Source: an optimization exercise on an open RTL-to-GDS flow (aim: small area, a short achievable clock period and few clock cycles per item). Production flows keep margins and buffers that such runs may drop.
The RTL was checked by simulation tests, not by an equivalence proof against the original design.
Power figures rest on the tool's default switching activity, not on a simulated workload.

$ cat flow/config.mk
export PLATFORM = sky130hd
export DESIGN_NAME = tick_mask_task_scheduler_core
export DESIGN_NICKNAME = tick_mask_task_scheduler_core
export VERILOG_FILES = /design/flow/design.v
export SDC_FILE = /design/flow/constraint.sdc
export NUM_CORES = 4
export LEC_CHECK = 0
export CAP_MARGIN = 20
export CORE_MARGIN = 2
export CORE_UTILIZATION = 30
export CTS_BUF_LIST = sky130_fd_sc_hd__clkbuf_8
export SETUP_SLACK_MARGIN = 4.0
export SLEW_MARGIN = 20
$ cat flow/flow/run.sh
#!/bin/bash
# The standard layout, with plain buf_2 cells (instead of clkdlybuf4s50_1) as the
# port buffers that global placement inserts on every input and output.
# All of make's output goes to standard.log in the work folder; ORFS keeps each
# step's own log under orfs/logs/.
set -euo pipefail
bash standard.sh "BUFFER_PORTS_ARGS=-buffer_cell sky130_fd_sc_hd__buf_2" finish > standard.log 2>&1
$ cat flow/constraint.sdc
create_clock -name core_clock -period 8.5 [get_ports {clk}]
set_input_delay 1.7000 -clock core_clock [delete_from_list [all_inputs] [get_ports {clk}]]
set_output_delay 1.7000 -clock core_clock [all_outputs]
set_load 0.01 [all_outputs]
$ cat flow/design.v
package tmts_pkg;
    localparam int TIME_W        = 32;
    localparam int PERIOD_W      = 31;
    localparam int TICK_W        = 32;
    localparam int MAX_TASKS     = 4;
    localparam int NUM_TASKS_DEF = 4;
    localparam int TIDX_W        = 2;
    localparam int CFG_IDX_W     = 3;
    localparam logic [TIME_W-1:0]    MODULUS_RST = 32'd65536;
    localparam logic [TIME_W-1:0]    MODULUS_MIN = 32'd4;
    localparam logic [PERIOD_W-1:0]  PERIOD_RST  = 31'd1000;
    localparam logic [TICK_W-1:0]    TICK_START  = 32'h0000_0001;
    localparam logic [CFG_IDX_W-1:0] CFG_MODULUS = 3'd0;
    localparam logic [CFG_IDX_W-1:0] CFG_PERIOD  = 3'd1;
    localparam logic [CFG_IDX_W-1:0] CFG_MASK0   = 3'd2;
    typedef enum logic [1:0] {
        KIND_TIME    = 2'd0,
        KIND_REPORT  = 2'd1,
        KIND_RESTART = 2'd2,
        KIND_CLEAR   = 2'd3
    } kind_t;
    typedef struct packed {
        logic               valid;
        kind_t              kind;
        logic [TIDX_W-1:0]  tidx;
        logic [TIME_W-1:0]  red_a;    
        logic [TIME_W-1:0]  red_b;    
    } step_t;
    typedef struct packed {
        logic [TIME_W-1:0]   modulus;
        logic [PERIOD_W-1:0] period;
        logic                bad;
    } time_cfg_t;
    typedef struct packed {
        logic                 fired;
        logic [MAX_TASKS-1:0] run;
        logic [TICK_W-1:0]    word;
    } tick_res_t;
    typedef struct packed {
        logic              updated;
        logic [TIME_W-1:0] avg;
        logic [TIME_W-1:0] worst;
    } stats_res_t;
endpackage
    function automatic logic [TIME_W-1:0] mod_step(
        input logic [TIME_W-1:0] rem,
        input logic              din,
        input logic [TIME_W-1:0] m
    );
        logic [TIME_W:0] sh;
        sh = {rem, din};
        if (sh >= {1'b0, m})
        begin
            sh = sh - {1'b0, m};
        end
        mod_step = sh[TIME_W-1:0];
    endfunction
    function automatic logic [TIME_W-1:0] mod_sub(
        input logic [TIME_W-1:0] a,
        input logic [TIME_W-1:0] b,
        input logic [TIME_W-1:0] m
    );
        logic [TIME_W:0] d;
        d = {1'b0, a} - {1'b0, b};
        if (d[TIME_W])
        begin
            d = d + {1'b0, m};
        end
        mod_sub = d[TIME_W-1:0];
    endfunction
    function automatic logic [TIME_W-1:0] mod_add(
        input logic [TIME_W-1:0]   a,
        input logic [PERIOD_W-1:0] p,
        input logic [TIME_W-1:0]   m
    );
        logic [TIME_W:0] s;
        s = {1'b0, a} + {2'b00, p};
        if (s >= {1'b0, m})
        begin
            s = s - {1'b0, m};
        end
        mod_add = s[TIME_W-1:0];
    endfunction
import tmts_pkg::*;
module tick_mask_task_scheduler_core
#(
    parameter int NUM_TASKS = NUM_TASKS_DEF
)
(
    input  logic                  clk,
    input  logic                  rst_n,
    input  logic                  item_valid,
    output logic                  item_stall,
    input  logic [1:0]            kind,
    input  logic [TIME_W-1:0]     sample_time,
    input  logic [TIDX_W-1:0]     task_index,
    input  logic [TIME_W-1:0]     start_time,
    input  logic [TIME_W-1:0]     stop_time,
    output logic                  result_valid,
    input  logic                  result_stall,
    output logic                  tick_fired,
    output logic [MAX_TASKS-1:0]  run_mask,
    output logic [TICK_W-1:0]     tick_word,
    output logic                  stats_updated,
    output logic [TIME_W-1:0]     mean_exec_time,
    output logic [TIME_W-1:0]     worst_time,
    output logic                  config_bad,
    input  logic                  cfg_valid,
    output logic                  cfg_ready,
    input  logic [CFG_IDX_W-1:0]  cfg_index,
    input  logic [TIME_W-1:0]     cfg_data
);
    localparam int W  = TIME_W;
    localparam int SW = TIME_W - 1;    
    logic [W-1:0]                     mod_q;
    logic [PERIOD_W-1:0]              per_q;
    logic [MAX_TASKS-1:0][TICK_W-1:0] mask_q;    
    logic [MAX_TASKS-1:0]             mval_q;
    logic                             bad_q;
    logic [W-1:0]                     mp_q;      
    logic [W-1:0]                     half;
    logic mod_wr;
    assign cfg_ready = 1'b1;
    assign mod_wr    = cfg_valid && (cfg_index == CFG_MODULUS);
    assign half      = mod_q >> 1;
    always_ff @(posedge clk or negedge rst_n)
    begin
        if (!rst_n)
        begin
            mod_q  <= MODULUS_RST;
            per_q  <= PERIOD_RST;
            mval_q <= '0;
        end
        else if (cfg_valid)
        begin
            if (cfg_index == CFG_MODULUS)
                mod_q <= cfg_data;
            if (cfg_index == CFG_PERIOD)
                per_q <= cfg_data[PERIOD_W-1:0];
            for (int i = 0; i < MAX_TASKS; i++)
                if (cfg_index == CFG_IDX_W'(CFG_MASK0 + i))
                    mval_q[i] <= 1'b1;
        end
    end
    always_ff @(posedge clk)
    begin
        for (int i = 0; i < MAX_TASKS; i++)
            if (cfg_valid && cfg_index == CFG_IDX_W'(CFG_MASK0 + i))
                mask_q[i] <= cfg_data;
    end
    always_ff @(posedge clk)
    begin
        bad_q <= (mod_q < MODULUS_MIN) || (per_q == '0)
                 || ({1'b0, per_q} >= half);
        mp_q  <= mod_q - {1'b0, per_q};
    end
    logic                i_valid_q;    
    logic [1:0]          ik_q;
    logic [TIDX_W-1:0]   it_q;
    logic [W-1:0]        ia_q;         
    logic [W-1:0]        ib_q;         
    logic                is_q;         
    logic                lpend_q;      
    logic [5:0]          dcnt_q;       
    logic                dmode_q;      
    logic [W-1:0]        dsrc_q;       
    logic [W-1:0]        drem_q;       
    logic                cvalid_q;     
    logic                p_valid_q;    
    logic [1:0]          pk_q;
    logic [TIDX_W-1:0]   pt_q;
    logic [W-1:0]        pv_q;         
    logic                r_valid_q;
    logic busy, u_go, r_go, accept;
    assign busy       = (dcnt_q != '0) || lpend_q;
    assign u_go       = p_valid_q && (!r_valid_q || !result_stall);
    assign r_go       = i_valid_q && !busy && (!p_valid_q || u_go);
    assign item_stall = busy || (i_valid_q && !r_go);
    assign accept     = item_valid && !item_stall;
    always_ff @(posedge clk or negedge rst_n)
    begin
        if (!rst_n)
            i_valid_q <= 1'b0;
        else if (accept)
            i_valid_q <= 1'b1;
        else if (r_go)
            i_valid_q <= 1'b0;
    end
    always_ff @(posedge clk)
    begin
        if (accept)
        begin
            ik_q <= kind;
            is_q <= (kind == KIND_TIME);
            it_q <= task_index;
            ia_q <= (kind == KIND_TIME) ? sample_time : stop_time;
            if (kind != KIND_TIME)
                ib_q <= start_time;
            else if (i_valid_q && ik_q == KIND_TIME)
                ib_q <= ia_q;
            else
                ib_q <= dsrc_q;
        end
    end
    logic            is_samp;
    logic [W+1:0]    xa, xb, xc, xnb, xnm, xcr;
    logic [W+1:0]    s1, c1, s2, c2, s3, c3;
    logic [W:0]      d1;               
    logic [W+1:0]    d2, d3, d4;       
    logic            s_fast, r_fast, fast;
    logic [W-1:0]    red_s, red_e;
    logic            skip_s;
    always_comb
    begin
        is_samp = is_q;
        xa  = {2'b0, ia_q};
        xb  = {2'b0, ib_q};
        xc  = {2'b0, (is_samp ? drem_q : mod_q)};
        xcr = {2'b0, drem_q};
        xnb = ~xb;
        xnm = ~{2'b0, mod_q};
        d1 = xa[W:0] - xb[W:0];
        s1 = xa ^ xnb ^ xnm;
        c1 = {((xa[W:0] & xnb[W:0]) | (xa[W:0] & xnm[W:0]) | (xnb[W:0] & xnm[W:0])), 1'b1};
        d2 = s1 - ~c1;
        s2 = s1 ^ c1 ^ xcr;
        c2 = {((s1[W:0] & c1[W:0]) | (s1[W:0] & xcr[W:0]) | (c1[W:0] & xcr[W:0])), 1'b1};
        d4 = s2 + c2;
        s3 = xa ^ xnb ^ xc;
        c3 = {((xa[W:0] & xnb[W:0]) | (xa[W:0] & xc[W:0]) | (xnb[W:0] & xc[W:0])), 1'b1};
        d3 = s3 + c3;
        s_fast = cvalid_q && !d1[W] && d2[W+1];
        red_s  = d4[W+1] ? d3[W-1:0] : d4[W-1:0];
        r_fast = d1[W] ? !d3[W+1] : d2[W+1];
        red_e  = d1[W] ? d3[W-1:0] : d1[W-1:0];
        fast   = ik_q[1] || (is_samp ? s_fast : r_fast);
    end
    logic [W:0]      dt;
    logic [W+1:0]    dsub;
    logic [W-1:0]    drem_n, dsrc_n;
    logic            dlast, skip_l;
    always_comb
    begin
        dt     = {drem_q, dsrc_q[W-1]};
        dsub   = {1'b0, dt} - {2'b0, mod_q};
        drem_n = dsub[W+1] ? dt[W-1:0] : dsub[W-1:0];
        dsrc_n = {dsrc_q[W-2:0], dsrc_q[W-1]};
        dlast  = (dcnt_q == 6'd1);
    end
    logic                tz_q;         
    logic [4:0]          tpos_q;       
    logic [W-1:0]        lt_q, ltraw_q;
    logic [15:0] skip_x;
    assign skip_x = lpend_q ? ltraw_q[W-1:16] : ia_q[W-1:16];
    assign skip_s = ({16'b0, skip_x} < mod_q);
    assign skip_l = skip_s;
    always_ff @(posedge clk or negedge rst_n)
    begin
        if (!rst_n)
        begin
            lpend_q   <= 1'b0;
            dcnt_q    <= '0;
            p_valid_q <= 1'b0;
            cvalid_q  <= 1'b0;
        end
        else
        begin
            if (u_go)
                p_valid_q <= 1'b0;
            if (mod_wr)
            begin
                lpend_q  <= !tz_q;
                cvalid_q <= 1'b0;
            end
            else if (lpend_q)
            begin
                lpend_q <= 1'b0;
                dcnt_q  <= skip_l ? 6'd16 : 6'd32;
            end
            else if (r_go)
            begin
                if (fast)
                begin
                    p_valid_q <= 1'b1;
                    if (is_samp)
                        cvalid_q <= 1'b1;
                end
                else
                begin
                    dcnt_q <= (is_samp && skip_s) ? 6'd16 : 6'd32;
                    if (!is_samp)
                        cvalid_q <= 1'b0;
                end
            end
            else if (dcnt_q != '0)
            begin
                dcnt_q <= dcnt_q - 6'd1;
                if (dlast && !dmode_q)
                begin
                    p_valid_q <= 1'b1;
                    if (pk_q == KIND_TIME)
                        cvalid_q <= 1'b1;
                end
            end
        end
    end
    always_ff @(posedge clk)
    begin
        if (lpend_q)
        begin
            dmode_q <= 1'b1;
            if (skip_l)
            begin
                dsrc_q <= {ltraw_q[15:0], ltraw_q[W-1:16]};
                drem_q <= {16'b0, ltraw_q[W-1:16]};
            end
            else
            begin
                dsrc_q <= ltraw_q;
                drem_q <= '0;
            end
        end
        else if (r_go)
        begin
            dmode_q <= 1'b0;
            pk_q    <= ik_q;
            pt_q    <= it_q;
            pv_q    <= is_samp ? red_s : red_e;
            if (is_samp)
            begin
                if (fast)
                begin
                    dsrc_q <= ia_q;
                    drem_q <= red_s;
                end
                else if (skip_s)
                begin
                    dsrc_q <= {ia_q[15:0], ia_q[W-1:16]};
                    drem_q <= {16'b0, ia_q[W-1:16]};
                end
                else
                begin
                    dsrc_q <= ia_q;
                    drem_q <= '0;
                end
            end
            else if (!fast)
            begin
                dsrc_q <= d1[W-1:0];
                drem_q <= d1[W] ? (mod_q - 32'd1) : '0;
            end
        end
        else if (dcnt_q != '0)
        begin
            dsrc_q <= dsrc_n;
            drem_q <= drem_n;
            if (dlast && !dmode_q)
                pv_q <= drem_n;
        end
    end
    logic                samp_ok, rep_ok, fire, first, back, due, ok;
    logic                n0, back0, back1, due0, due1;
    logic [4:0]          widx;
    logic [W:0]          da, lp;
    logic [W+1:0]        xs, xns, xnl, xm, xl, xp, xh;
    logic [W+1:0]        sb0, cb0, yb0, sd0, cd0, yd0, sb1, cb1, yb1;
    logic [W+1:0]        sd1, cd1, xmp, yd1, sq, cq, lp2;
    logic [W-1:0]        lt_adv, lt_new;
    logic [MAX_TASKS-1:0][SW-1:0] avg_q, worst_q;    
    logic [MAX_TASKS-1:0]         sval_q;
    logic [SW-1:0]        cur_avg, cur_worst, avg_new, worst_new;
    logic [SW:0]          sum;
    logic [MAX_TASKS-1:0] run;
    always_comb
    begin
        samp_ok = (pk_q == KIND_TIME) && !bad_q;
        rep_ok  = (pk_q == KIND_REPORT) && !bad_q
                  && ({1'b0, pt_q} < (TIDX_W + 1)'(NUM_TASKS));
        xs  = {2'b0, pv_q};
        xns = ~xs;
        xl  = {2'b0, lt_q};
        xnl = ~xl;
        xm  = {2'b0, mod_q};
        xp  = {3'b0, per_q};
        xh  = {2'b0, half};
        da  = xs[W:0] - xl[W:0];
        n0  = da[W];                                    
        sb0 = xns ^ xl ^ xh;
        cb0 = {((xns[W:0] & xl[W:0]) | (xns[W:0] & xh[W:0]) | (xl[W:0] & xh[W:0])), 1'b0};
        yb0 = sb0 + cb0;
        back0 = yb0[W+1];
        sd0 = xns ^ xl ^ xp;
        cd0 = {((xns[W:0] & xl[W:0]) | (xns[W:0] & xp[W:0]) | (xl[W:0] & xp[W:0])), 1'b0};
        yd0 = sd0 + cd0;
        due0 = yd0[W+1];
        sb1 = xs ^ xnl ^ xh;
        cb1 = {((xs[W:0] & xnl[W:0]) | (xs[W:0] & xh[W:0]) | (xnl[W:0] & xh[W:0])), 1'b1};
        yb1 = sb1 + cb1 + {{(W+1){1'b0}}, mod_q[0]};
        back1 = !yb1[W+1];
        xmp = {2'b0, mp_q};
        sd1 = xs ^ xnl ^ xmp;
        cd1 = {((xs[W:0] & xnl[W:0]) | (xs[W:0] & xmp[W:0]) | (xnl[W:0] & xmp[W:0])), 1'b1};
        yd1 = sd1 + cd1;
        due1 = !yd1[W+1];
        first = tz_q;
        back  = n0 ? back1 : back0;
        due   = n0 ? due1 : due0;
        fire  = first || back || due;
        widx  = first ? 5'd0 : tpos_q;
        lp  = xl[W:0] + xp[W:0];
        sq  = xl ^ xp ^ ~xm;
        cq  = {((xl[W:0] & xp[W:0]) | (xl[W:0] & ~xm[W:0]) | (xp[W:0] & ~xm[W:0])), 1'b1};
        lp2 = sq + cq;
        lt_adv = lp2[W+1] ? lp[W-1:0] : lp2[W-1:0];
        lt_new = (first || back) ? pv_q : lt_adv;
        for (int i = 0; i < MAX_TASKS; i++)
            run[i] = !mval_q[i] ? !fire
                   : (fire ? mask_q[i][widx] : (mask_q[i] == '0));
        cur_avg   = '0;
        cur_worst = '0;
        for (int i = 0; i < MAX_TASKS; i++)
            if (pt_q == TIDX_W'(i) && sval_q[i])
            begin
                cur_avg   = avg_q[i];
                cur_worst = worst_q[i];
            end
        ok        = (pv_q < half);
        sum       = {1'b0, cur_avg} + {1'b0, pv_q[SW-1:0]};
        avg_new   = sum[SW:1];
        worst_new = (pv_q[SW-1:0] > cur_worst) ? pv_q[SW-1:0] : cur_worst;
    end
    always_ff @(posedge clk or negedge rst_n)
    begin
        if (!rst_n)
        begin
            tz_q    <= 1'b1;
            sval_q  <= '0;
        end
        else if (u_go)
        begin
            if (samp_ok && fire)
                tz_q <= 1'b0;
            if (pk_q == KIND_RESTART)
                tz_q <= 1'b1;
            for (int i = 0; i < MAX_TASKS; i++)
                if (rep_ok && ok && pt_q == TIDX_W'(i))
                    sval_q[i] <= 1'b1;
            if (pk_q == KIND_CLEAR)
                sval_q <= '0;
        end
    end
    always_ff @(posedge clk)
    begin
        if (u_go && samp_ok && fire)
        begin
            tpos_q  <= widx + 5'd1;
            lt_q    <= lt_new;
            ltraw_q <= lt_new;
        end
        else if (dlast && dmode_q && !lpend_q)
        begin
            lt_q <= drem_n;
        end
        for (int i = 0; i < MAX_TASKS; i++)
            if (u_go && rep_ok && ok && pt_q == TIDX_W'(i))
            begin
                avg_q[i]   <= avg_new;
                worst_q[i] <= worst_new;
            end
    end
    logic                 r_fired_q, r_upd_q, r_bad_q;
    logic [4:0]           r_widx_q;
    logic [MAX_TASKS-1:0] r_run_q;
    logic [MAX_TASKS-1:0] r_sel_q;      
    always_ff @(posedge clk or negedge rst_n)
    begin
        if (!rst_n)
            r_valid_q <= 1'b0;
        else
            r_valid_q <= u_go || (r_valid_q && result_stall);
    end
    always_ff @(posedge clk)
    begin
        if (u_go)
        begin
            r_fired_q <= samp_ok && fire;
            r_widx_q  <= widx;
            r_run_q   <= samp_ok ? run : '0;
            r_upd_q   <= rep_ok && ok;
            for (int i = 0; i < MAX_TASKS; i++)
                r_sel_q[i] <= rep_ok && pt_q == TIDX_W'(i) && (sval_q[i] || ok);
            r_bad_q   <= bad_q;
        end
    end
    assign result_valid  = r_valid_q;
    assign tick_fired    = r_fired_q;
    assign run_mask      = r_run_q;
    assign tick_word     = r_fired_q ? (TICK_W'(1) << r_widx_q) : '0;
    assign stats_updated = r_upd_q;
    assign config_bad    = r_bad_q;
    always_comb
    begin
        mean_exec_time = '0;
        worst_time     = '0;
        for (int i = 0; i < MAX_TASKS; i++)
        begin
            mean_exec_time[SW-1:0] = mean_exec_time[SW-1:0] | ({SW{r_sel_q[i]}} & avg_q[i]);
            worst_time[SW-1:0]     = worst_time[SW-1:0]     | ({SW{r_sel_q[i]}} & worst_q[i]);
        end
    end
endmodule
$ cat flow/standard.sh
#!/bin/bash
# synth_recipe.tcl (not shown) runs the flow's synth.tcl, then flattens the netlist and writes it again
# the make line also repeats each setting of config.mk as NAME=value (left out here)
make -C /OpenROAD-flow-scripts/flow DESIGN_CONFIG=/design/flow/config.mk WORK_HOME=/design/flow/orfs CLKGATE_MAP_FILE= SYNTH_SCRIPT=/design/flow/synth_recipe.tcl "${@:-finish}"
==> impl_metrics.tcl, run 1 <==
set metrics [dict create \
    clkPwrFrac_pct 15.8 \
    numCtsBuffers 137 \
    grt_max_degree 73 \
    fp.dieH_um 453 \
    clock_latency_ps 970 \
    firstDrtPassIters 6 \
    swShare_pct 45.2 \
    htree_levels 4 \
    tns_ps 0 \
    core.rowCount 164 \
    skew_ps 102 \
    avgRoutedWirePerCell_um 25.7 \
    yosysUniqueCellTypes 103 \
    netlist_instances 6073 \
    combPwrFrac_pct 61.5 \
    cts_root_buffer "clkbuf_8" \
    power.density_nw_per_um2 312 \
    grt_overflow_total 0 \
    cp-end-kind "flip-flop" \
    synth_top_area_cell "edfxtp_1" \
    hold_class "flip-flop to flip-flop" \
    cts_tree "done" \
    seq_power_share_pct 22.7 \
    synth_most_common_cell "inv_1" \
    maxCapViolations 0 \
    avgSynthCellArea_sq_um 9.96 \
    drc 0 \
    required_ps 9110 \
    tightest_slew_ps 1420 \
    setup_viol 0 \
    yosysSeqAreaShare_pct 35.8 \
    finalNetCount 7692 \
    final_hold_viol_count 0 \
    pin_count 246 \
    synth_commonest_cells "inv_1, edfxtp_1, ha_1" \
    fin_ws_ps 3790 \
    rsz0062_at_grt "true" \
    relSlewSlack_pct 4.99 \
    slew_viol_final 0 \
    drtAntennaViolNets 0 \
    critPathMaxFanout 3 \
    synth_edf_count 630 \
    p_int_uw 12600 \
    pre_cts_slack_ps 2440 \
    layout-drive-gt1-share_pct 20.9 \
    ys.warnings.count 1 \
    numPortBuffers 242 \
    die_x_um 453 \
    leakage_uw 0.0311 \
    gp_congestion 1.01 \
    max_freq_ghz 0.212 \
    syn_area_sq_um 60500 \
    holdBufCountCts 0 \
    drt_iter0_drc 5801 \
    start_kind "flip-flop" \
    start_util_pct 30.2 \
    hpwl_um 173000 \
    finalCritPeriodShare_pct 55.4 \
    cts_buffer_depth 3 \
    fin_crit_ps 4710 \
    async_flop_share_pct 11.1 \
    finalWirelength_um 243000 \
    viasPerCell 5.60 \
    core_sq_um 200000 \
    ys_ff_latch 747 \
    synth_area_leaders "edfxtp_1, ha_1, fa_1" \
    vdd_drop_max_v 0.000173 \
    synth_ff_type "edfxtp_1" \
    worstSetupPathType "flip-flop to flip-flop" \
    cts.clk_slew.worst_paths_ps 60 \
    synth_top_area_share_pct 31.3 \
    dieArea_sq_um 205000 \
    grt_pass1_wl_um 343000 \
    syn2layout_area_growth_pct 21.7 \
    grt_util_all_layers_pct 22.7 \
    p_sw_uw 10400 \
    grt_pass1_vias 50265 \
    status "finished clean" \
    antenna_found_initial 8 \
    cp.arrival_ps 5320 \
    clock_sinks 747 \
    vias 53152 \
]
-- power by group through the flow --
stage                     clock, uW  sequential [uW]  combinational [uW]
after floorplan                   0             5010                8110
after global placement            0             5350               10800
after detailed placement          0             5340               10900
after CTS                      3690             5190               12300
after global routing           3840             5240               15200
final                          3640             5220               14100
-- worst max-delay path, cell delays in order (launching register included) --
cell and delay (ps):
dfrtp_4 540, inv_8 90, fa_1 460, fa_1 500, fa_2 400, a211oi_4 300, o211ai_1 180, a311oi_2 300
o21bai_2 170, o211a_4 280, o31a_1 270, o21a_1 200, or3_4 340, a31oi_4 170, buf_4 140, a221oi_2 50
-- final timing paths --
| check | slack [ps] | to | depth (start not counted) | startpoint |
|---|---|---|---|---|
| worst min register to register | 430 | pt_q[0]$_DFFE_PP_ | 0 | it_q[0]$_DFFE_PP_ |
| worst min-delay path | 430 | pt_q[0]$_DFFE_PP_ | 0 | it_q[0]$_DFFE_PP_ |
| worst max-delay path | 3790 | pv_q[28]$_DFFE_PP_ | 15 | mod_q[1]$_DFFE_PN0P_ |
| min in group asynchronous | 740 | per_q[27]$_DFFE_PN0P_ | 1 | rst_n |
| max in group asynchronous | 6450 | mod_q[1]$_DFFE_PN0P_ | 2 | rst_n |
| worst max register to register | 3790 | pv_q[28]$_DFFE_PP_ | 15 | mod_q[1]$_DFFE_PN0P_ |
-- metal layers --
layer | part of all wire (%) | wire, um | global-route usage (%) | up-vias
li1 | - | - | - | 23473
met1 | 42 | 102000 | 32.1 | 26128
met2 | 42 | 103000 | 33.4 | 3031
met3 | 10 | 25100 | 4.23 | 514
met4 | 5.3 | 12800 | 10.3 | 6
met5 | 0.018 | 44 | 0 | -
-- logic make-up (layout without fill, tap and decap cells) --
| family | Yosys count | count (layout) | share of synthesized area (%) |
|---|---|---|---|
| AOI/OAI and AO/OA | 1738 | 1743 | 18.8 |
| and+or+nand+nor | 1353 | 1362 | 10.4 |
| buffers and inverters | 877 | 1611 | 5.56 |
| muxes | 285 | 285 | 5.41 |
| xor gates and xnor gates | 231 | 231 | 3.34 |
| DFF | 747 | 747 | 35.8 |
| adders and majority gates | 840 | 840 | 20.6 |
| other | 2 | 8 | 0.0124 |
-- per-stage QoR --
step | hold WS (ps) | area [sq um] | utilization [%] | power, uW | std cells
CTS | 428 | 71000 | 35.5 | 21100 | 9321
finish | 426 | 73600 | 36.8 | 23000 | 9483
detailed placement | 413 | 65000 | 32.5 | 16300 | 8832
floorplan | 400 | 60600 | - | 13100 | 6074
global placement | 416 | 65000 | 32.5 | 16200 | 8832
global route | 430 | 73600 | 36.8 | 24300 | 9481
-- state kept, by name (all words and copies together) (netlist names), 4 cells and up --
| name | flops |
|---|---|
| r_sel_q | 4 |
| ia_q | 32 |
| mval_q | 4 |
| sval_q | 4 |
| avg_q | 124 |
| r_widx_q | 5 |
| r_run_q | 4 |
| per_q | 31 |
| mask_q | 128 |
| mp_q | 32 |
| pv_q | 32 |
| tpos_q | 5 |
| lt_q | 32 |
| worst_q | 124 |
| ib_q | 32 |
| ltraw_q | 32 |
| dsrc_q | 32 |
| mod_q | 32 |
| dcnt_q | 6 |
| drem_q | 32 |
-- final cells by class --
| class | count | area (sq um) |
|---|---|---|
| antenna | 5 | 12.5 |
| clock buffer | 147 | 2020 |
| clock inverter | 101 | 771 |
| fill | 19908 | 126000 |
| inverter | 660 | 2600 |
| multi-input combinational | 4464 | 37600 |
| sequential | 747 | 21700 |
| tap | 2656 | 3320 |
| timing repair buffer | 701 | 5510 |
| timing repair inverter | 2 | 12.5 |
-- timing repair --
| action | in CTS | in global routing |
|---|---|---|
| setup buffers | 222 | 147 |
| setup endpoints to repair | 765 | 588 |
| gates resized for setup | 276 | 284 |
| pin swaps | 63 | 136 |
| cloned | 19 | 10 |
-- placed cells by master (no fill, tap or decap), types with 65 or more instances in the layout --
master,n
inv_1,647
edfxtp_1,630
ha_1,557
nand2_1,450
a21oi_1,408
buf_4,377
nor2_1,360
o21ai_0,322
fa_1,255
buf_2,241
a22oi_1,219
a21o_1,173
clkbuf_8,148
xnor2_1,146
mux2i_1,141
xor2_1,80
nand3_1,78
mux2_2,78
nand2b_1,66
nand4_1,65
Testbench counts, summed over its fixed seeds: cycles 13,972, items 12,800.
==> inputs of run 2 (changes only) <==
--- a/flow/design.v
+++ b/flow/design.v
@@ -158,7 +158,7 @@
     logic [1:0]          ik_q;
     logic [TIDX_W-1:0]   it_q;
     logic [W-1:0]        ia_q;         
-    logic [W-1:0]        ib_q;         
+    logic [W:0]          id_q;         
     logic                is_q;         
     logic                lpend_q;      
     logic [5:0]          dcnt_q;       
@@ -186,6 +186,9 @@
         else if (r_go)
             i_valid_q <= 1'b0;
     end
+    logic [W-1:0] ib;
+    assign ib = (kind != KIND_TIME) ? start_time
+              : ((i_valid_q && ik_q == KIND_TIME) ? ia_q : dsrc_q);
     always_ff @(posedge clk)
     begin
         if (accept)
@@ -194,17 +197,11 @@
             is_q <= (kind == KIND_TIME);
             it_q <= task_index;
             ia_q <= (kind == KIND_TIME) ? sample_time : stop_time;
-            if (kind != KIND_TIME)
-                ib_q <= start_time;
-            else if (i_valid_q && ik_q == KIND_TIME)
-                ib_q <= ia_q;
-            else
-                ib_q <= dsrc_q;
+            id_q <= {1'b0, (kind == KIND_TIME) ? sample_time : stop_time} - {1'b0, ib};
         end
     end
     logic            is_samp;
-    logic [W+1:0]    xa, xb, xc, xnb, xnm, xcr;
-    logic [W+1:0]    s1, c1, s2, c2, s3, c3;
+    logic [W+1:0]    xd, xc, xnm, xcr, s2, c2;
     logic [W:0]      d1;               
     logic [W+1:0]    d2, d3, d4;       
     logic            s_fast, r_fast, fast;
@@ -213,22 +210,16 @@
     always_comb
     begin
         is_samp = is_q;
-        xa  = {2'b0, ia_q};
-        xb  = {2'b0, ib_q};
+        xd  = {id_q[W], id_q};
         xc  = {2'b0, (is_samp ? drem_q : mod_q)};
         xcr = {2'b0, drem_q};
-        xnb = ~xb;
         xnm = ~{2'b0, mod_q};
-        d1 = xa[W:0] - xb[W:0];
-        s1 = xa ^ xnb ^ xnm;
-        c1 = {((xa[W:0] & xnb[W:0]) | (xa[W:0] & xnm[W:0]) | (xnb[W:0] & xnm[W:0])), 1'b1};
-        d2 = s1 - ~c1;
-        s2 = s1 ^ c1 ^ xcr;
-        c2 = {((s1[W:0] & c1[W:0]) | (s1[W:0] & xcr[W:0]) | (c1[W:0] & xcr[W:0])), 1'b1};
+        d1 = id_q;
+        d2 = xd - {2'b0, mod_q};
+        d3 = xd + xc;
+        s2 = xd ^ xcr ^ xnm;
+        c2 = {((xd[W:0] & xcr[W:0]) | (xd[W:0] & xnm[W:0]) | (xcr[W:0] & xnm[W:0])), 1'b1};
         d4 = s2 + c2;
-        s3 = xa ^ xnb ^ xc;
-        c3 = {((xa[W:0] & xnb[W:0]) | (xa[W:0] & xc[W:0]) | (xnb[W:0] & xc[W:0])), 1'b1};
-        d3 = s3 + c3;
         s_fast = cvalid_q && !d1[W] && d2[W+1];
         red_s  = d4[W+1] ? d3[W-1:0] : d4[W-1:0];
         r_fast = d1[W] ? !d3[W+1] : d2[W+1];
--- a/flow/config.mk
+++ b/flow/config.mk
@@ -9,5 +9,6 @@
 export CORE_MARGIN = 2
 export CORE_UTILIZATION = 30
 export CTS_BUF_LIST = sky130_fd_sc_hd__clkbuf_8
+export PLACE_DENSITY = 0.75
 export SETUP_SLACK_MARGIN = 4.0
 export SLEW_MARGIN = 20
==> impl_metrics.tcl, run 2 <==
set metrics [dict create \
    status "finished clean" \
    reg.largest.list "mask_q (128), avg_q (124), worst_q (124)" \
    holdBufCountCts 0 \
    syn_area_sq_um 59300 \
    layout-drive-gt1-share_pct 18.4 \
    grt_pass1_vias 50644 \
    drt_iter0_drc 7276 \
    synth_ff_type "edfxtp_1" \
    core_sq_um 197000 \
    regMostFlops "mask_q" \
    final_common_cell "edfxtp_1" \
    critPathMaxFanout 6 \
    rr_endpoint "lt_q[24]$_DFFE_PP_" \
    max_freq_ghz 0.221 \
    tns_ps 0 \
    async_flop_share_pct 11.1 \
    avgSynthCellArea_sq_um 9.81 \
    synth_top_area_share_pct 32.0 \
    maxCapViolations 0 \
    netlist_instances 6047 \
    antenna_found_initial 10 \
    core.rowCount 163 \
    die_x_um 449 \
    r2r-start "lt_q[12]$_DFFE_PP_" \
    viasPerCell 5.69 \
    clock_latency_ps 940 \
    start_util_pct 30.1 \
    grt_pass1_wl_um 322000 \
    finalWirelength_um 227000 \
    skew_ps 81.8 \
    slew_viol_final 0 \
    grt_max_degree 83 \
    critical_path.cell_chain "clkinvlp_4, fa_1, inv_2, ha_4, nand2_4, o31a_1, a211o_1, and2_4, o31ai_4, o21ai_4, buf_12, clkbuf_16, a21oi_1, a21oi_1, mux2_2" \
    holdCritStartpoint "p_valid_q$_DFF_PN0_" \
    finalCritPeriodShare_pct 53.3 \
    drtAntennaViolNets 0 \
    drc 0 \
    hold_depth 1 \
    syn2layout_area_growth_pct 19.2 \
    avgRoutedWirePerCell_um 24.3 \
    start_kind "flip-flop" \
    cts_buffer_depth 3 \
    cts_root_buffer "clkbuf_8" \
    firstDrtPassIters 10 \
    dp_cells 8774 \
    worstSetupPathType "flip-flop to flip-flop" \
    htree_levels 4 \
    fillers 19290 \
    cp.arrival_ps 5180 \
    gp_congestion 1.00 \
    synth_commonest_cells "edfxtp_1, inv_1, ha_1" \
    hold_class "flip-flop to flip-flop" \
    cts.clk_slew.worst_paths_ps 60 \
    numPortBuffers 242 \
    leakage_uw 0.0298 \
    cp_common_cell "a21oi_1" \
    finalPower_uw 20600 \
    hold_end "r_valid_q$_DFF_PN0_" \
    ys_ff_latch 748 \
    worst-path-buf-inv 4 \
    numCtsBuffers 134 \
    vias 53075 \
    crit_family "compound AO/OA/AOI/OAI gates" \
    vdd_drop_max_v 0.000190 \
    finalNonFillerCells 9334 \
    required_ps 9150 \
    hpwl_um 160000 \
    fin_crit_ps 4530 \
    rsz0062_at_grt "true" \
    power.density_nw_per_um2 292 \
    grt_util_all_layers_pct 21.1 \
    final_hold_viol_count 0 \
    synth_area_leaders "edfxtp_1, ha_1, fa_1" \
    synth_top_area_cell "edfxtp_1" \
    worstRegToRegCells 15 \
    pin_count 246 \
    synth_most_common_cell "edfxtp_1" \
    rrSetupSlack_ps 3970 \
    cp-end-kind "flip-flop" \
    clock_sinks 748 \
    yosysUniqueCellTypes 112 \
    tightest_slew_ps 1330 \
    cts_tree "done" \
    dieArea_sq_um 201000 \
    crit_slowest_cell "fa_1" \
    setup_viol 0 \
    finalNetCount 7498 \
    crit_path_max_incr_delay_ps 600 \
    grt_overflow_total 0 \
    fp.dieH_um 449 \
    yosysSeqAreaShare_pct 36.6 \
    ys.warnings.count 1 \
    relSlewSlack_pct 10.3 \
    largest_reg_flops 128 \
    layout_common_cells "edfxtp_1, inv_1, ha_1" \
    synth_edf_count 631 \
]
run 2: cell types whose count changed after synthesis, moves of 26 or more:
| cell | before | now |
|---|---|---|
| o21ai_0 | 352 | 388 |
| a22o_1 | 34 | 7 |
| o21ai_1 | 7 | 34 |
| a222oi_1 | 1 | 68 |
| fa_1 | 262 | 199 |
| nand2_1 | 461 | 514 |
| a221oi_1 | 51 | 14 |
| a21oi_1 | 438 | 412 |
| a21o_1 | 174 | 200 |
| mux2i_1 | 176 | 136 |
| inv_1 | 655 | 583 |
| a22oi_1 | 220 | 137 |
| a211oi_1 | 55 | 91 |
run 2: logic make-up after synthesis:
group           Yosys count  share of synthesized area [%]
other cells               2                         0.0127
fa+ha+maj               776                           18.9
simple gates           1477                           11.6
buf+inv                 818                           5.32
flops                   748                           36.6
mux                     238                           4.56
compound gates         1768                           19.7
xor+xnor                220                           3.25
run 2: repair_timing:
action	CTS	global route
gates resized for setup	158	190
pin swaps	17	59
endpoints found under the setup margin	786	517
setup buffers	120	156
cloned	22	12
run 2: worst max path at each step:
stage / start / endpoint / depth (start not counted)
after global routing: mod_q[0]$_DFFE_PN0P_ / pv_q[28]$_DFFE_PP_ / 16
after detailed placement: kind[0] / id_q[31]$_DFFE_PP_ / 14
final: lt_q[12]$_DFFE_PP_ / lt_q[24]$_DFFE_PP_ / 15
after global placement: kind[0] / id_q[31]$_DFFE_PP_ / 14
after CTS: mod_q[4]$_DFFE_PN0P_ / drem_q[15]$_DFFE_PP_ / 15
after floorplan: pv_q[1]$_DFFE_PP_ / avg_q[0]$_DFFE_PP_ / 12
run 2: cell type report:
class                           count  area [sq um]  area share, %
Tap cell                         2640          3300           4.67
Inverter                          586          2320           3.28
Multi-Input combinational cell   4502         35800           50.6
Sequential cell                   748         21800           30.8
Clock inverter                    109           938           1.33
Timing Repair Buffer              610          4720           6.68
Antenna cell                        3          7.51         0.0106
Clock buffer                      136          1870           2.65
run 2: metal layers:
layer  wire, um  track usage (%)
met5         28                0
met4      12700             10.6
met3      27200             4.73
met2      98000             31.9
met1      88600             28.3
run 2: where the power goes:
group / internal [uW] / switching [uW]
Sequential: 4670 / 509
Combinational: 4770 / 7010
Clock: 1920 / 1780
Total: 11400 / 9300
run 2: metrics by stage:
stage               utilization (%)  instance area [sq um]  setup WS (ps)  hold WS [ps]
finish                         35.9                  70700           3970           491
global route                   35.9                  70700           3850           532
CTS                            34.8                  68400           3980           494
detailed placement             32.4                  63800           2300           475
global placement               32.4                  63700           2420           469
floorplan                         -                  59600           3540           400
Testbench counts of run 2, summed over its fixed seeds: cycles 13,972, items 12,800.
==> inputs of run 3 (changes only) <==
--- a/flow/config.mk
+++ b/flow/config.mk
@@ -5,10 +5,10 @@
 export SDC_FILE = /design/flow/constraint.sdc
 export NUM_CORES = 4
 export LEC_CHECK = 0
-export CAP_MARGIN = 20
+export CAP_MARGIN = 10
 export CORE_MARGIN = 2
 export CORE_UTILIZATION = 30
 export CTS_BUF_LIST = sky130_fd_sc_hd__clkbuf_8
 export PLACE_DENSITY = 0.75
 export SETUP_SLACK_MARGIN = 4.0
-export SLEW_MARGIN = 20
+export SLEW_MARGIN = 10
==> impl_metrics.tcl, run 3 <==
set metrics [dict create \
    status "finished clean" \
    dp_cells 8774 \
    clock_latency_ps 920 \
    holdBufCountCts 0 \
    tns_ps 0 \
    rr_endpoint "lt_q[30]$_DFFE_PP_" \
    drt_iter0_drc 7406 \
    avgRoutedWirePerCell_um 24.3 \
    yosysSeqAreaShare_pct 36.6 \
    synth_top_area_cell "edfxtp_1" \
    synth_simple_gate_area_share_pct 11.6 \
    finalWirelength_um 226000 \
    regMostFlops "mask_q" \
    ys.warnings.count 1 \
    critPathMaxFanout 5 \
    netlist_instances 6047 \
    hold_depth 1 \
    worstSetupPathType "flip-flop to flip-flop" \
    synth_ff_type "edfxtp_1" \
    grt_util_all_layers_pct 21.1 \
    cp.depth 17 \
    use_met3_pct 5.02 \
    crit_family "compound AO/OA/AOI/OAI gates" \
    cp-startpoint "per_q[2]$_DFFE_PN0P_" \
    rrSetupSlack_ps 3900 \
    synth_top_area_share_pct 32.0 \
    holdCritStartpoint "p_valid_q$_DFF_PN0_" \
    rsz0062_at_grt "true" \
    drtAntennaViolNets 0 \
    crit_slowest_cell "fa_1" \
    final_common_cell "edfxtp_1" \
    relSlewSlack_pct 8.36 \
    muxShareOfSynthArea_pct 4.56 \
    synth_area_leaders "edfxtp_1, ha_1, fa_1" \
    fin_crit_ps 4600 \
    r2r-start "per_q[2]$_DFFE_PN0P_" \
    die_x_um 449 \
    grt_overflow_total 0 \
    cp-end-kind "flip-flop" \
    grt_pass1_wl_um 322000 \
    required_ps 9130 \
    grt_util_met1_pct 28.4 \
    cts_buffer_depth 3 \
    finalNonFillerCells 9300 \
    reg.largest.list "mask_q (128), avg_q (124), worst_q (124)" \
    firstDrtPassIters 9 \
    numCtsBuffers 132 \
    syn2layout_area_growth_pct 18.4 \
    cp.arrival_ps 5230 \
    largest_reg_flops 128 \
    grt_pass1_vias 50404 \
    crit_path_max_incr_delay_ps 560 \
    holdWs_ps 492 \
    synthXorXnorAreaFrac_pct 3.25 \
    hpwl_um 160000 \
    use_met2_pct 31.9 \
    gp_congestion 1.00 \
    start_util_pct 30.1 \
    synth_most_common_cell "edfxtp_1" \
    pre_cts_slack_ps 2340 \
    cts_root_buffer "clkbuf_8" \
    synth_edf_count 631 \
    crit_end "lt_q[30]$_DFFE_PP_" \
    power.density_nw_per_um2 289 \
    core_sq_um 197000 \
    skew_ps 71.6 \
    synth_top_family_by_area "compound AO/OA/AOI/OAI gates" \
    leakage_uw 0.0295 \
    worstRegToRegCells 17 \
    vias 53097 \
    vdd_drop_max_v 0.000172 \
    async_flop_share_pct 11.1 \
    slew_viol_final 0 \
    max_freq_ghz 0.217 \
    htree_levels 4 \
    layout-drive-gt1-share_pct 17.9 \
    grt_max_degree 83 \
    synth_commonest_cells "edfxtp_1, inv_1, ha_1" \
    maxCapViolations 0 \
    setup_viol 0 \
    syn_area_sq_um 59300 \
    ys_ff_latch 748 \
    tightest_slew_ps 1360 \
    pin_count 246 \
    numPortBuffers 242 \
    fin_ws_ps 3900 \
    worst-path-buf-inv 4 \
    cp_common_cell "inv_1" \
    final_hold_viol_count 0 \
    layout_common_cells "edfxtp_1, inv_1, ha_1" \
    hold_class "flip-flop to flip-flop" \
    antenna_found_initial 9 \
    busiest_layer "met2" \
    start_kind "flip-flop" \
    cts_tree "done" \
    clock_sinks 748 \
    viasPerCell 5.71 \
    drc 0 \
    dieArea_sq_um 201000 \
    avgSynthCellArea_sq_um 9.81 \
    finalCritPeriodShare_pct 54.1 \
    fp.dieH_um 449 \
    finalNetCount 7471 \
    yosysUniqueCellTypes 112 \
    synth_fa_ha_area_share_pct 18.9 \
    synth_compound_area_share_pct 19.7 \
    cts.clk_slew.worst_paths_ps 60 \
    critical_path.cell_chain "inv_1, fa_1, inv_1, ha_1, o21ai_0, o21ai_1, nand3_2, a211o_1, and2_4, o31ai_4, buf_4, buf_6, o21a_4, or4_1, o22ai_2, a221o_1, a21o_1" \
    core.rowCount 163 \
]
## run 3: changes by cell type in the layout (fill, tap and decap cells not counted), moves of 4 or more
cell       before  now
inv_2          17   21
mux2_2         77   82
buf_4         306  281
mux2_4          7    2
clkinv_2       24   17
bufinv_16      12    4
inv_12          9    5
## run 3: stage by stage
step | power [uW] | utilization (%) | cell area, sq um
detailed placement | 15400 | 32.4 | 63700
floorplan | 12500 | - | 59600
global placement | 15200 | 32.4 | 63700
global route | 21500 | 35.7 | 70200
finish | 20300 | 35.7 | 70200
CTS | 19200 | 34.5 | 68000
## run 3: power by group
part	total (uW)	switching, uW	leakage, uW	internal [uW]
clock	3340	1700	0.00144	1640
sequential	5200	524	0.00704	4670
combinational	11800	6960	0.0210	4800
## run 3: logic make-up (layout without fill, tap and decap cells)
kind of cell | Yosys count | after routing
compound gates | 1768 | 1771
xor+xnor | 220 | 220
fa+ha+maj | 776 | 776
buf+inv | 818 | 1404
flops | 748 | 748
mux | 238 | 238
other cells | 2 | 9
simple gates | 1477 | 1494
## run 3: final cells by class
class / count / area (sq um)
diodes: 6 / 15.0
inverters: 586 / 2320
flip-flops and latches: 748 / 21800
multi-input cells: 4502 / 35700
fillers: 19372 / 127000
well taps: 2640 / 3300
clock buffers: 135 / 1860
repair buffers: 585 / 4530
clock inverters: 98 / 668
## run 3: repair_timing
action,4_1_cts,5_1_grt
endpoints found under the setup margin,784,618
pin swaps,16,54
resized for setup,144,212
setup buffers,112,140
gates cloned,20,15
## run 3: routing by layer
metal  part of all wire, %  vias to the layer above  wire length (um)
li1                      -                    23303                 -
met1                    39                    25693             89100
met2                    43                     3545             97300
met3                    12                      554             27000
met4                   5.4                        2             12200
met5                0.0049                        -                11
## run 3: how the worst min path moves through the flow
stage	slack, ps	to
final	490	r_valid_q$_DFF_PN0_
after global routing	530	mval_q[2]$_DFFE_PN0P_
after CTS	490	r_valid_q$_DFF_PN0_
after detailed placement	480	r_valid_q$_DFF_PN0_
after global placement	470	dmode_q$_SDFFE_PP1P_
after floorplan	400	pt_q[0]$_DFFE_PP_
==> inputs of run 4 (changes only) <==
--- a/flow/config.mk
+++ b/flow/config.mk
@@ -5,10 +5,10 @@
 export SDC_FILE = /design/flow/constraint.sdc
 export NUM_CORES = 4
 export LEC_CHECK = 0
-export CAP_MARGIN = 10
+export CAP_MARGIN = 20
 export CORE_MARGIN = 2
 export CORE_UTILIZATION = 30
 export CTS_BUF_LIST = sky130_fd_sc_hd__clkbuf_8
 export PLACE_DENSITY = 0.75
-export SETUP_SLACK_MARGIN = 4.0
-export SLEW_MARGIN = 10
+export SETUP_SLACK_MARGIN = 4.3
+export SLEW_MARGIN = 20
==> impl_metrics.tcl, run 4 <==
set metrics [dict create \
    synth_simple_gate_area_share_pct 11.6 \
    synth_area_leaders "edfxtp_1, ha_1, fa_1" \
    ys.warnings.count 1 \
    grt_pass1_vias 52895 \
    synthXorXnorAreaFrac_pct 3.25 \
    fin_ws_ps 4040 \
    postPlaceCellArea_sq_um 63900 \
    setup_viol 0 \
    synth_top_area_share_pct 32.0 \
    antenna_found_initial 13 \
    async_flop_share_pct 11.1 \
    cts_buffer_depth 3 \
    tightest_slew_ps 1310 \
    reg.largest.list "mask_q (128), avg_q (124), worst_q (124)" \
    worstSetupPathType "flip-flop to flip-flop" \
    cts_tree "done" \
    avgSynthCellArea_sq_um 9.81 \
    dieArea_sq_um 201000 \
    layout_common_cells "edfxtp_1, inv_1, ha_1" \
    finalPower_uw 22700 \
    fp.dieH_um 449 \
    avgRoutedWirePerCell_um 25.6 \
    die_x_um 449 \
    layout-drive-gt1-share_pct 25.7 \
    status "finished clean" \
    muxShareOfSynthArea_pct 4.56 \
    maxCapViolations 0 \
    start_kind "flip-flop" \
    synth_most_common_cell "edfxtp_1" \
    synth_ff_type "edfxtp_1" \
    numPortBuffers 242 \
    pre_cts_slack_ps 2660 \
    synth_compound_area_share_pct 19.7 \
    synth_edf_count 631 \
    cts.clk_slew.worst_paths_ps 60 \
    grt_overflow_total 0 \
    drt_iter0_drc 7562 \
    numCtsBuffers 133 \
    worstRegToRegCells 18 \
    hpwl_um 163000 \
    clock_latency_ps 970 \
    critPathMaxFanout 6 \
    power.density_nw_per_um2 301 \
    gp_congestion 1.01 \
    relSlewSlack_pct 11.8 \
    grt_pass1_wl_um 343000 \
    htree_levels 4 \
    hold_class "flip-flop to flip-flop" \
    start_util_pct 30.1 \
    skew_ps 106 \
    core.rowCount 163 \
    grt_max_degree 94 \
    regMostFlops "mask_q" \
    yosysUniqueCellTypes 112 \
    syn_area_sq_um 59300 \
    tns_ps 0 \
    leakage_uw 0.0314 \
    rr_endpoint "lt_q[30]$_DFFE_PP_" \
    fin_area_sq_um 75600 \
    syn2layout_area_growth_pct 27.5 \
    rsz0062_at_grt "true" \
    holdCritStartpoint "dmode_q$_SDFFE_PP1P_" \
    largest_reg_flops 128 \
    ys_ff_latch 748 \
    required_ps 9280 \
    yosysSeqAreaShare_pct 36.6 \
    rrSetupSlack_ps 4040 \
    cts_root_buffer "clkbuf_8" \
    grt_util_all_layers_pct 22.6 \
    viasPerCell 5.78 \
    r2r-start "per_q[5]$_DFFE_PN1P_" \
    netlist_instances 6047 \
    clock_sinks 748 \
    synth_top_area_cell "edfxtp_1" \
    hold_depth 2 \
    pin_count 246 \
    max_freq_ghz 0.224 \
    synth_commonest_cells "edfxtp_1, inv_1, ha_1" \
    drc 0 \
    vdd_drop_max_v 0.000202 \
    finalNetCount 7733 \
    slew_viol_final 0 \
    firstDrtPassIters 7 \
    cp-end-kind "flip-flop" \
    drtAntennaViolNets 0 \
    fin_crit_ps 4460 \
    synth_top_family_by_area "compound AO/OA/AOI/OAI gates" \
    finalWirelength_um 244000 \
    final_hold_viol_count 0 \
    final_common_cell "edfxtp_1" \
    core_sq_um 197000 \
    synth_fa_ha_area_share_pct 18.9 \
    vias 55284 \
    hold_end "dmode_q$_SDFFE_PP1P_" \
    cp.arrival_ps 5240 \
    finalCritPeriodShare_pct 52.4 \
]
## run 4: cell counts after synthesis
Identical to the previous run, type by type.
## run 4: cell families after synthesis
group,Yosys count
AOI/OAI and AO/OA,1768
and+or+nand+nor,1477
buffers and inverters,818
adders and majority gates,776
DFF,748
muxes,238
xor gates and xnor gates,220
other,2
## run 4: power breakdown
group	internal (uW)	total (uW)	switching, uW
Clock	1930	3700	1770
Combinational	5940	13900	7970
Sequential	4670	5130	459
## run 4: area by class of cell
cell class / count / area (sq um)
clock buffers: 143 / 1970
multi-input cells: 4509 / 37900
clock inverters: 96 / 843
fillers: 18749 / 121000
well taps: 2640 / 3300
flip-flops and latches: 748 / 21800
repair buffers: 839 / 7460
diodes: 4 / 10.0
inverters: 586 / 2350
## run 4: worst max-delay path: stages (launching register included)
cell	delay, ps
dfstp_2	620
inv_2	110
fa_1	480
inv_1	80
ha_2	220
a21oi_2	70
o211a_1	220
o31a_1	280
a211o_1	320
and2_4	220
o31ai_4	340
o21ai_4	110
buf_12	180
buf_6	120
buf_12	140
or3_1	330
o22ai_2	200
a221o_1	170
a21o_1	110
## run 4: stage by stage
stage	hold WS, ps	util, %	cells
after detailed placement	474	32.5	8784
after global routing	514	38.4	9562
after CTS	490	36.5	9374
final	488	38.4	9565
after global placement	464	32.5	8784
after floorplan	400	-	6048
## run 4: layer usage
layer / part of all wire, % / vias to the layer above / wire (um) / GRT usage, %
met5: 0.030 / - / 74 / 0
met4: 6.8 / 14 / 16500 / 12.5
met3: 13 / 755 / 31100 / 5.61
met2: 43 / 3975 / 104000 / 34.1
met1: 38 / 26666 / 92300 / 29.7
li1: - / 23874 / - / -
## run 4: worst max path at each step
stage | from | endpoint | slack [ps] | cells past startpoint
3_5_place_dp | kind[0] | id_q[31]$_DFFE_PP_ | 2660 | 16
5_1_grt | pt_q[0]$_DFFE_PP_ | worst_q[68]$_DFFE_PP_ | 3960 | 22
6_report | per_q[5]$_DFFE_PN1P_ | lt_q[30]$_DFFE_PP_ | 4040 | 18
4_1_cts | lt_q[8]$_DFFE_PP_ | lt_q[16]$_DFFE_PP_ | 4210 | 18
3_3_place_gp | kind[0] | id_q[31]$_DFFE_PP_ | 2740 | 16
2_1_floorplan | pv_q[1]$_DFFE_PP_ | avg_q[0]$_DFFE_PP_ | 3540 | 12
## run 4: timing repair
action | in CTS | in global routing
pin swaps | 122 | 188
gates cloned | 41 | 16
resized for setup | 473 | 449
buffers inserted | 310 | 170
hold buffers | 0 | 0
endpoints found under the setup margin | 820 | 618
==> inputs of run 5 (changes only) <==
==> flow/run.sh (new file) <==
#!/bin/bash
# synth_recipe.tcl (not shown) runs the flow's synth.tcl, then flattens the netlist and writes it again
# the make line also repeats each setting of config.mk as NAME=value (left out here)
make -C /OpenROAD-flow-scripts/flow DESIGN_CONFIG=/design/flow/config.mk WORK_HOME=/design/flow/orfs CLKGATE_MAP_FILE= SYNTH_SCRIPT=/design/flow/synth_recipe.tcl finish
--- a/flow/config.mk
+++ b/flow/config.mk
@@ -9,6 +9,5 @@
 export CORE_MARGIN = 2
 export CORE_UTILIZATION = 30
 export CTS_BUF_LIST = sky130_fd_sc_hd__clkbuf_8
-export PLACE_DENSITY = 0.75
-export SETUP_SLACK_MARGIN = 4.3
+export SETUP_SLACK_MARGIN = 4.0
 export SLEW_MARGIN = 20
removed: flow/flow/run.sh
removed: flow/standard.sh
==> impl_metrics.tcl, run 5 <==
set metrics [dict create \
    syn_area_sq_um 59300 \
    final_hold_viol_count 0 \
    start_util_pct 30.1 \
    yosysSeqAreaShare_pct 36.6 \
    swShare_pct 45.2 \
    clock_sinks 748 \
    combPwrFrac_pct 57.7 \
    rsz0062_at_grt "true" \
    worst-path-buf-inv 5 \
    htree_levels 4 \
    fin_crit_ps 4530 \
    clkPwrFrac_pct 16.8 \
    synth_fa_ha_area_share_pct 18.9 \
    synth_ff_type "edfxtp_1" \
    avgRoutedWirePerCell_um 24.7 \
    leakage_uw 0.0296 \
    crit_path_max_incr_delay_ps 570 \
    p_int_uw 11200 \
    cp.arrival_ps 5170 \
    start_kind "flip-flop" \
    yosysUniqueCellTypes 112 \
    synth_area_leaders "edfxtp_1, ha_1, fa_1" \
    die_x_um 449 \
    largest_reg_flops 128 \
    synth_compound_area_share_pct 19.7 \
    tightest_slew_ps 1100 \
    cp_common_cell "nor3_1" \
    reg.largest.list "mask_q (128), avg_q (124), worst_q (124)" \
    syn2layout_area_growth_pct 21.6 \
    vias 51764 \
    vdd_drop_max_v 0.000145 \
    fp.dieH_um 449 \
    layout_common_cells "edfxtp_1, ha_1, inv_1" \
    final_common_cell "edfxtp_1" \
    routed.top_layer "met5" \
    synth_edf_count 631 \
    wl_met2_um 101000 \
    max_freq_ghz 0.221 \
    skew_ps 84.2 \
    drtAntennaViolNets 0 \
    finalNetCount 7493 \
    muxShareOfSynthArea_pct 4.56 \
    pin_count 246 \
    relSlewSlack_pct 26.9 \
    avgSynthCellArea_sq_um 9.81 \
    netlist_instances 6047 \
    cts_buffer_depth 3 \
    grt_pass1_wl_um 327000 \
    cts_root_buffer "clkbuf_8" \
    synth_top_area_cell "edfxtp_1" \
    dieArea_sq_um 201000 \
    slew_viol_final 0 \
    async_flop_share_pct 11.1 \
    met3_length_um 20800 \
    wl_met1_um 97900 \
    synth_most_common_cell "edfxtp_1" \
    regMostFlops "mask_q" \
    required_ps 9130 \
    status "finished clean" \
    ys_ff_latch 748 \
    power.density_nw_per_um2 282 \
    hpwl_um 163000 \
    synthXorXnorAreaFrac_pct 3.25 \
    numPortBuffers 242 \
    crit_slowest_cell "dfrtp_4" \
    viasPerCell 5.55 \
    tns_ps 0 \
    fin_ws_ps 3970 \
    gp_congestion 0.935 \
    cp-end-kind "flip-flop" \
    ys.warnings.count 1 \
    finalCritPeriodShare_pct 53.3 \
    numCtsBuffers 134 \
    synth_simple_gate_area_share_pct 11.6 \
    grt_util_all_layers_pct 21.6 \
    critPathMaxFanout 8 \
    antenna_found_initial 5 \
    layout-drive-gt1-share_pct 15.1 \
    holdBufCountCts 0 \
    grt_pass1_vias 49816 \
    hold_class "flip-flop to flip-flop" \
    drc 0 \
    critical_path.cell_chain "clkinvlp_4, fa_1, inv_1, ha_1, a21oi_1, o21ai_0, nor3_1, a21oi_1, nor3_1, nor3_1, a22oi_2, buf_6, and3_4, buf_12, buf_16, mux2_2" \
    maxCapViolations 0 \
    drt_iter0_drc 5977 \
    finalWirelength_um 230000 \
    grt_max_degree 119 \
    core_sq_um 197000 \
    worstSetupPathType "flip-flop to flip-flop" \
    pre_cts_slack_ps 2080 \
    core.rowCount 163 \
    synth_top_area_share_pct 32.0 \
    seq_power_share_pct 25.6 \
    crit_family "simple AND/OR/NAND/NOR gates" \
    setup_viol 0 \
    cts_tree "done" \
    synth_top_family_by_area "compound AO/OA/AOI/OAI gates" \
    synth_commonest_cells "edfxtp_1, inv_1, ha_1" \
    cts.clk_slew.worst_paths_ps 70 \
    clock_latency_ps 930 \
    p_sw_uw 9190 \
    firstDrtPassIters 8 \
    grt_overflow_total 0 \
    holdWs_ps 488 \
]
[run 5: cells by family (layout without fill, tap and decap cells)]
family                     after synthesis  in the layout
adders and majority gates              776            776
and+or+nand+nor                       1477           1489
xor gates and xnor gates               220            220
buffers and inverters                  818           1439
other                                    2              5
muxes                                  238            238
DFF                                    748            748
AOI/OAI and AO/OA                     1768           1771
[run 5: worst register-to-register path, stage by stage (launching register included)]
cell and delay, ps:
dfrtp_4 570, clkinvlp_4 210, fa_1 560, inv_1 60, ha_1 310, a21oi_1 130, o21ai_0 180, nor3_1 330
a21oi_1 180, nor3_1 280, nor3_1 100, a22oi_2 180, buf_6 180, and3_4 350, buf_12 160, buf_16 140
mux2_2 350
[run 5: metrics by stage]
step	total power [uW]	instances	utilization, %	area [sq um]
final	20300	9326	36.6	72100
after global routing	21700	9325	36.6	72100
after CTS	19500	9201	35.6	70000
after detailed placement	15500	8789	33.1	65100
after global placement	15300	8789	33.1	65100
after floorplan	12500	6048	-	59600
[run 5: worst paths after layout]
| kind | from | endpoint | slack (ps) | cells after the start |
|---|---|---|---|---|
| max | mod_q[13]$_DFFE_PN0P_ | lt_q[24]$_DFFE_PP_ | 3970 | 16 |
| min | bad_q$_DFF_P_ | r_bad_q$_DFFE_PP_ | 490 | 0 |
| max reg2reg | mod_q[13]$_DFFE_PN0P_ | lt_q[24]$_DFFE_PP_ | 3970 | 16 |
| min reg2reg | bad_q$_DFF_P_ | r_bad_q$_DFFE_PP_ | 490 | 0 |
| max in group asynchronous | rst_n | lpend_q$_DFF_PN0_ | 6390 | 2 |
| min in group asynchronous | rst_n | per_q[27]$_DFFE_PN0P_ | 700 | 1 |
[run 5: timing repair]
action	4_1_cts	5_1_grt
gates cloned	16	17
resized for setup	234	209
endpoints found under the setup margin	808	559
setup buffers	153	106
pin swaps	28	49
[run 5: layout make-up]
class / count / area (sq um)
diodes: 2 / 5.00
fillers: 19586 / 125000
well taps: 2640 / 3300
inverters: 586 / 2350
clock inverters: 108 / 732
multi-input cells: 4497 / 35900
clock buffers: 135 / 1860
flip-flops and latches: 748 / 21800
repair buffers: 610 / 6150
[run 5: metal layers]
metal  GRT usage, %  vias up
met5              0        -
met4           7.92        4
li1               -    23341
met2           33.0     2669
met1           30.3    25341
met3           3.77      409
[run 5: power by group through the flow]
stage | sequential (uW) | combinational, uW | clock (uW)
after CTS | 5190 | 10800 | 3470
after floorplan | 5000 | 7480 | 0
after global placement | 5270 | 10100 | 0
after detailed placement | 5270 | 10200 | 0
after global routing | 5230 | 12900 | 3630
final | 5200 | 11700 | 3410
==> inputs of run 6 (changes only) <==
--- a/flow/design.v
+++ b/flow/design.v
@@ -353,7 +353,7 @@
     logic                n0, back0, back1, due0, due1;
     logic [4:0]          widx;
     logic [W:0]          da, lp;
-    logic [W+1:0]        xs, xns, xnl, xm, xl, xp, xh;
+    logic [W+1:0]        xs, xns, xnl, xm, xl, xlg, xp, xh;
     logic [W+1:0]        sb0, cb0, yb0, sd0, cd0, yd0, sb1, cb1, yb1;
     logic [W+1:0]        sd1, cd1, xmp, yd1, sq, cq, lp2;
     logic [W-1:0]        lt_adv, lt_new;
@@ -376,8 +376,9 @@
         xh  = {2'b0, half};
         da  = xs[W:0] - xl[W:0];
         n0  = da[W];                                    
-        sb0 = xns ^ xl ^ xh;
-        cb0 = {((xns[W:0] & xl[W:0]) | (xns[W:0] & xh[W:0]) | (xl[W:0] & xh[W:0])), 1'b0};
+        xlg = (pk_q == KIND_REPORT) ? '0 : xl;
+        sb0 = xns ^ xlg ^ xh;
+        cb0 = {((xns[W:0] & xlg[W:0]) | (xns[W:0] & xh[W:0]) | (xlg[W:0] & xh[W:0])), 1'b0};
         yb0 = sb0 + cb0;
         back0 = yb0[W+1];
         sd0 = xns ^ xl ^ xp;
@@ -415,7 +416,7 @@
                 cur_avg   = avg_q[i];
                 cur_worst = worst_q[i];
             end
-        ok        = (pv_q < half);
+        ok        = !back0;
         sum       = {1'b0, cur_avg} + {1'b0, pv_q[SW-1:0]};
         avg_new   = sum[SW:1];
         worst_new = (pv_q[SW-1:0] > cur_worst) ? pv_q[SW-1:0] : cur_worst;
==> flow/flow/run.sh (new file) <==
#!/bin/bash
# The standard layout, with plain buf_2 cells (instead of clkdlybuf4s50_1) as the
# port buffers that global placement inserts on every input and output.
# All of make's output goes to standard.log in the work folder; ORFS keeps each
# step's own log under orfs/logs/.
set -euo pipefail
bash standard.sh "BUFFER_PORTS_ARGS=-buffer_cell sky130_fd_sc_hd__buf_2" finish > standard.log 2>&1
==> flow/standard.sh (new file) <==
#!/bin/bash
# synth_recipe.tcl (not shown) runs the flow's synth.tcl, then flattens the netlist and writes it again
# the make line also repeats each setting of config.mk as NAME=value (left out here)
make -C /OpenROAD-flow-scripts/flow DESIGN_CONFIG=/design/flow/config.mk WORK_HOME=/design/flow/orfs CLKGATE_MAP_FILE= SYNTH_SCRIPT=/design/flow/synth_recipe.tcl "${@:-finish}"
--- a/flow/config.mk
+++ b/flow/config.mk
@@ -9,5 +9,6 @@
 export CORE_MARGIN = 2
 export CORE_UTILIZATION = 30
 export CTS_BUF_LIST = sky130_fd_sc_hd__clkbuf_8
+export PLACE_DENSITY = 0.75
 export SETUP_SLACK_MARGIN = 4.0
 export SLEW_MARGIN = 20
removed: flow/run.sh
==> impl_metrics.tcl, run 6 <==
set metrics [dict create \
    pin_count 246 \
    skew_ps 90.6 \
    cts_tree "done" \
    avgSynthCellArea_sq_um 9.88 \
    grt_max_degree 85 \
    netlist_instances 5967 \
    synth_simple_gate_area_share_pct 11.3 \
    relSlewSlack_pct 29.2 \
    synth_most_common_cell "edfxtp_1" \
    finalPower_uw 20500 \
    layout_common_cells "edfxtp_1, inv_1, ha_1" \
    numPortBuffers 242 \
    viasPerCell 5.65 \
    final_hold_viol_count 0 \
    syn_area_sq_um 59000 \
    cp.arrival_ps 5190 \
    yosysSeqAreaShare_pct 36.8 \
    regMostFlops "mask_q" \
    cp-startpoint "id_q[1]$_DFFE_PP_" \
    synth_compound_area_share_pct 19.4 \
    max_freq_ghz 0.219 \
    clock_latency_ps 920 \
    tightest_slew_ps 1060 \
    multi_input_area_sq_um 35600 \
    cts.clk_slew.worst_paths_ps 70 \
    muxShareOfSynthArea_pct 5.13 \
    cts_root_buffer "clkbuf_8" \
    htree_levels 4 \
    synth_top_area_share_pct 32.1 \
    synth_commonest_cells "edfxtp_1, inv_1, ha_1" \
    critPathMaxFanout 8 \
    synthXorXnorAreaFrac_pct 3.43 \
    hold_class "flip-flop to flip-flop" \
    drt_iter0_drc 6597 \
    final_common_cell "edfxtp_1" \
    use_met2_pct 32.5 \
    use_met3_pct 4.77 \
    maxCapViolations 0 \
    core_sq_um 195000 \
    grt_pass1_vias 49830 \
    worstSetupPathType "flip-flop to flip-flop" \
    finalNetCount 7400 \
    utilization_pct 36.2 \
    finalWirelength_um 228000 \
    clock_sinks 748 \
    synth_top_family_by_area "compound AO/OA/AOI/OAI gates" \
    antenna_found_initial 10 \
    seq_area_sq_um 21800 \
    finalCritPeriodShare_pct 53.8 \
    fillers 19118 \
    fin_crit_ps 4570 \
    ys.warnings.count 1 \
    grt_pass1_wl_um 323000 \
    grt_util_met1_pct 29.4 \
    reg.largest.list "mask_q (128), avg_q (124), worst_q (124)" \
    dieArea_sq_um 200000 \
    ys_ff_latch 748 \
    core.rowCount 162 \
    cts_buffer_depth 3 \
    synth_edf_count 631 \
    synth_ff_type "edfxtp_1" \
    gp_congestion 0.998 \
    vias 52271 \
    busiest_layer "met2" \
    synth_fa_ha_area_share_pct 18.4 \
    postPlaceCellArea_sq_um 63400 \
    setup_viol 0 \
    syn2layout_area_growth_pct 19.9 \
    async_flop_share_pct 11.1 \
    synth_top_area_cell "edfxtp_1" \
    critical_path.cell_chain "inv_2, fa_1, inv_2, ha_4, nor2b_4, o31ai_4, a211oi_2, a221o_2, a31oi_4, o21ai_4, a221o_2, clkbuf_16, mux2i_1, o21ai_1" \
    vdd_drop_max_v 0.000185 \
    layout-drive-gt1-share_pct 19.5 \
    yosysUniqueCellTypes 101 \
    leakage_uw 0.0294 \
    avgRoutedWirePerCell_um 24.6 \
    fp.dieH_um 447 \
    die_x_um 447 \
    grt_overflow_total 0 \
    drc 0 \
    r2r-start "id_q[1]$_DFFE_PP_" \
    rsz0062_at_grt "true" \
    synth_area_leaders "edfxtp_1, ha_1, fa_1" \
    slew_viol_final 0 \
    drtAntennaViolNets 0 \
    status "finished clean" \
    fin_area_sq_um 70700 \
    crit_slowest_cell "fa_1" \
    holdCritStartpoint "mval_q[0]$_DFFE_PN0P_" \
    largest_reg_flops 128 \
    required_ps 9120 \
    numCtsBuffers 139 \
    hpwl_um 162000 \
    tns_ps 0 \
    start_kind "flip-flop" \
    crit_path_max_incr_delay_ps 580 \
    grt_util_all_layers_pct 21.6 \
    cp-end-kind "flip-flop" \
    firstDrtPassIters 7 \
    power.density_nw_per_um2 289 \
    start_util_pct 30.2 \
]
[run 6: cell types whose count changed after synthesis, moves of 22 or more]
cell / previous run / this run
a21oi_1: 412 / 342
a21o_1: 200 / 168
o21ai_0: 388 / 435
a211oi_1: 91 / 66
a222oi_1: 68 / 3
nor2_1: 393 / 322
a221o_1: 31 / 9
a22oi_1: 137 / 197
a22o_1: 7 / 31
a221oi_1: 14 / 45
ha_1: 577 / 548
[run 6: report_power, final]
part           internal (uW)  switching [uW]
clock                   1740            1780
combinational           4740            6990
sequential              4690             514
[run 6: critical path: cells and delay by family, from the launching register on]
| family | cells | cell delay [ps] |
|---|---|---|
| flops | 1 | 480 |
| compound gates | 7 | 2340 |
| mux | 1 | 170 |
| buf+inv | 3 | 400 |
| fa+ha+maj | 2 | 790 |
| simple gates | 1 | 130 |
[run 6: path summary, 6_finish.rpt]
kind / cells past startpoint / slack [ps] / end
max reg2reg: 14 / 3930 / pv_q[11]$_DFFE_PP_
min in group asynchronous: 1 / 820 / mval_q[3]$_DFFE_PN0P_
max in group asynchronous: 2 / 6350 / mod_q[21]$_DFFE_PN0P_
min: 1 / 490 / mval_q[0]$_DFFE_PN0P_
max: 14 / 3930 / pv_q[11]$_DFFE_PP_
min reg2reg: 1 / 490 / mval_q[0]$_DFFE_PN0P_
[run 6: routing by layer]
metal / wire length, um / vias to the layer above
met2: 97700 / 3313
li1: - / 23005
met3: 25500 / 525
met5: 37 / -
met4: 12900 / 6
met1: 91500 / 25422
[run 6: layout make-up]
class	count	share of cell area, %
Clock inverter	103	0.994
Antenna cell	4	0.0142
Multi-Input combinational cell	4394	50.3
Inverter	607	3.43
Tap cell	2624	4.64
Timing Repair inverter	2	0.0389
Sequential cell	748	30.8
Clock buffer	146	2.84
Timing Repair Buffer	622	6.99
[run 6: repair_timing]
action | CTS | global route
cloned | 12 | 14
hold buffers | 0 | 0
setup buffers | 161 | 135
setup endpoints to repair | 760 | 652
resized for setup | 211 | 212
pin swaps | 34 | 65
[run 6: cells by family (layout without fill, tap and decap cells)]
logic type / count (synthesis) / in the layout
flip-flops: 748 / 748
adder cells (fa/ha/maj): 747 / 747
other: 2 / 7
buffers and inverters: 834 / 1480
AND/OR/NAND/NOR: 1418 / 1425
XOR/XNOR: 231 / 231
multiplexers: 260 / 260
AO/OA/AOI/OAI: 1727 / 1728
[run 6: through the flow]
stage / hold slack (ps) / setup WS, ps / instances
detailed placement: 482 / 1890 / 8675
finish: 493 / 3930 / 9250
global route: 509 / 3860 / 9248
CTS: 498 / 3940 / 9097
floorplan: 400 / 3560 / 5968
global placement: 463 / 2040 / 8674
Testbench counts of run 6, summed over its fixed seeds: cycles 13,972, items 12,800.
